Context: an optimization exercise on an open-source flow, tuned for small area, a short achievable clock period and few clock cycles. The choices shown serve that exercise and are no tape-out recipe. In this exercise RTL edits were held to simulation tests only and were not proved equivalent to the original. Power and IR drop assume default switching activity.

Setup of run 1:
// phi_copy_sequencer
module phi_copy_sequencer
#(
    parameter int unsigned     ID_W       = phi_copy_sequencer_pkg::DEF_ID_W,
    parameter int unsigned     MAX_COPIES = 8,
    parameter logic [ID_W-1:0] TEMP_ID    = ID_W'(phi_copy_sequencer_pkg::DEF_TEMP_ID)
) (
    input  logic            clk,
    input  logic            rst,
    input  logic            in_valid,
    output logic            in_ready,
    input  logic [ID_W-1:0] in_dest,
    input  logic [ID_W-1:0] in_src,
    input  logic            in_last,
    output logic            out_valid,
    input  logic            out_ready,
    output logic [ID_W-1:0] out_dest,
    output logic [ID_W-1:0] out_src,
    output logic            out_last,
    output logic            out_nop,
    output logic            err_overflow,
    output logic            err_dup
);
Size: roughly 2200 cells after synthesis, roughly 540 flip-flops, roughly 75 I/O pins.
Settings: LEC_CHECK=0, CAP_MARGIN=20, CORE_MARGIN=2, CORE_UTILIZATION=30, SETUP_SLACK_MARGIN=4.4, SLEW_MARGIN=20, TNS_END_PERCENT=25; clock period 7.0 ns.
standard.sh (not shown) runs the stock make flow with config.mk's settings and CLKGATE_MAP_FILE= SYNTH_SCRIPT=/design/flow/synth_recipe.tcl, a recipe that flattens the netlist after the stock synthesis.
==> flow/flow/run.sh <==
#!/bin/bash
# The standard layout, with faster port buffers (buf_4 instead of the
# default delay-buffer pick) and gate sizing not tied to the cell footprint.
# make's full output goes to standard.log; ORFS keeps each step's log under orfs/logs.
set -o pipefail
bash standard.sh MATCH_CELL_FOOTPRINT=0 "BUFFER_PORTS_ARGS=-buffer_cell sky130_fd_sc_hd__buf_4" finish > standard.log 2>&1
Testbench counts of run 1, summed over its fixed seeds: cycles 39,532.
Changes in run 2 relative to run 1:
- setting CTS_CLUSTER_DIAMETER to 100 for the first time
- changing TNS_END_PERCENT from 25 to 5
- changing SETUP_SLACK_MARGIN from 4.4 to 4.7
- setting CTS_CLUSTER_SIZE to 24 for the first time
Notes after the runs:
- Delta(clock transition at the registers of the reported paths, run 2 - run 1) > 0
- Run 1 -> run 2: area of all placed cells without fillers decreased by a few percent
- When run 2 is set beside run 1, its cell-internal power turns out to be 950 uW smaller.
- Final hold slack delta (run 2 − run 1): favourable
- Compared with run 1, in run 2 number of nets produced by synthesis neither gained nor lost much; number of placed instances, taps included neither gained nor lost much.
Relative to run 2, the following input files were edited for run 3:
- SETUP_SLACK_MARGIN: 4.7 -> 4.4
--- outcome ---
Going from run 2 to run 3, combinational cell fraction of total power lost 1.9 points, wire length of the first global-routing pass lost about 0.7%, part of the total power dissipated in the clock network picked up an extra 0.5 points. In the flow results for run 2 and run 3, the total design power is larger on run 2. Run 2 → run 3: switching power -3.0%, fraction of area in multi-input gates ~0 delta. The global-route usage over all layers number comes out higher for run 2 vs run 3. Compared with run 2, run 3 shows wire length that has gone down slightly.
Inputs modified between run 3 and run 4:
- CTS_CLUSTER_DIAMETER no longer set, was 100
- CTS_CLUSTER_SIZE no longer set, was 24
- SETUP_SLACK_MARGIN now 4.7, was 4.4
--- outcome ---
- Run 4 went all the way through synthesis, placement and routing and the layout is clean on timing, DRC and antenna.
- Of the two values seen for slowest cell on the critical path, edfxtp_1 was produced by run 4 and a222oi_1 by run 3.
- Of run 3 and run 4, the lower final area belongs to run 3.
- Run 4 against run 3: combinational power increased 8.4%, number of max-slew violations in the final report essentially unchanged, area overhead of the layout relative to synthesis increased 7.5 points.
- Diff run 3 -> run 4 | power | up by more than 10%
- Summary of the comparison: first-pass GRT wire length is higher in run 4, relative to run 3.
Inputs modified between run 4 and run 5:
- SETUP_SLACK_MARGIN changed from 4.7 to 4.4
Run 4 has higher final standard cell utilization of the core than run 5.
Summary of the comparison: fraction of power consumed by the clock network is higher in run 5, relative to run 4.
Summary of run 5 over run 4: period utilization higher, synthesized area roughly the same, register-to-register slack now sits lower.
Compare run 4 and run 5 | layout overhead on the synthesized area lower: run 5
Summary — largest driver fanout on the critical path, run 5 relative to run 4: higher, by 15.
Run 5 -> run 4: global route total overflow delta 0, exact match
As far as setup clock skew after layout is concerned, run 5 and run 4 perform about the same.

[afterwards: timing with drivers on the ports]
The flow's constraints put no driver on any port. The routed layouts listed below were extracted and timed again, unchanged, in two steps.
Step 1 assumes that a clkbuf_16 drives the clock port and a buf_2 every other input.
Step 2 adds t to the input delays and takes it off the output delays; t is the mean of the earliest and latest rising clock arrival at the registers after step 1. Input paths then give back, and output paths get back, about the clock's delay inside the block.
Three values: ideal ports, drivers, drivers and shift; two values: the first two.
| run | t (ns) | setup WS [ns] | worst setup path after step 2 |
|---|---|---|---|
| run 1 | 0.699 | 4.340 / 4.300 / 3.731 | input to register |
| run 2 | 0.694 | 4.297 / 4.260 / 3.799 | input to register |
| run 3 | 0.691 | 4.236 / 4.236 / 3.688 | input to register |
| run 4 | 0.706 | 4.358 / 4.293 / 3.803 | input to register |
| run 5 | 0.704 | 4.262 / 4.262 / 3.732 | input to register |
After both steps every run listed still meets setup and hold. The setup slack of run 1, which loses most, moves by -0.040 ns with the drivers and by -0.609 ns with both steps.
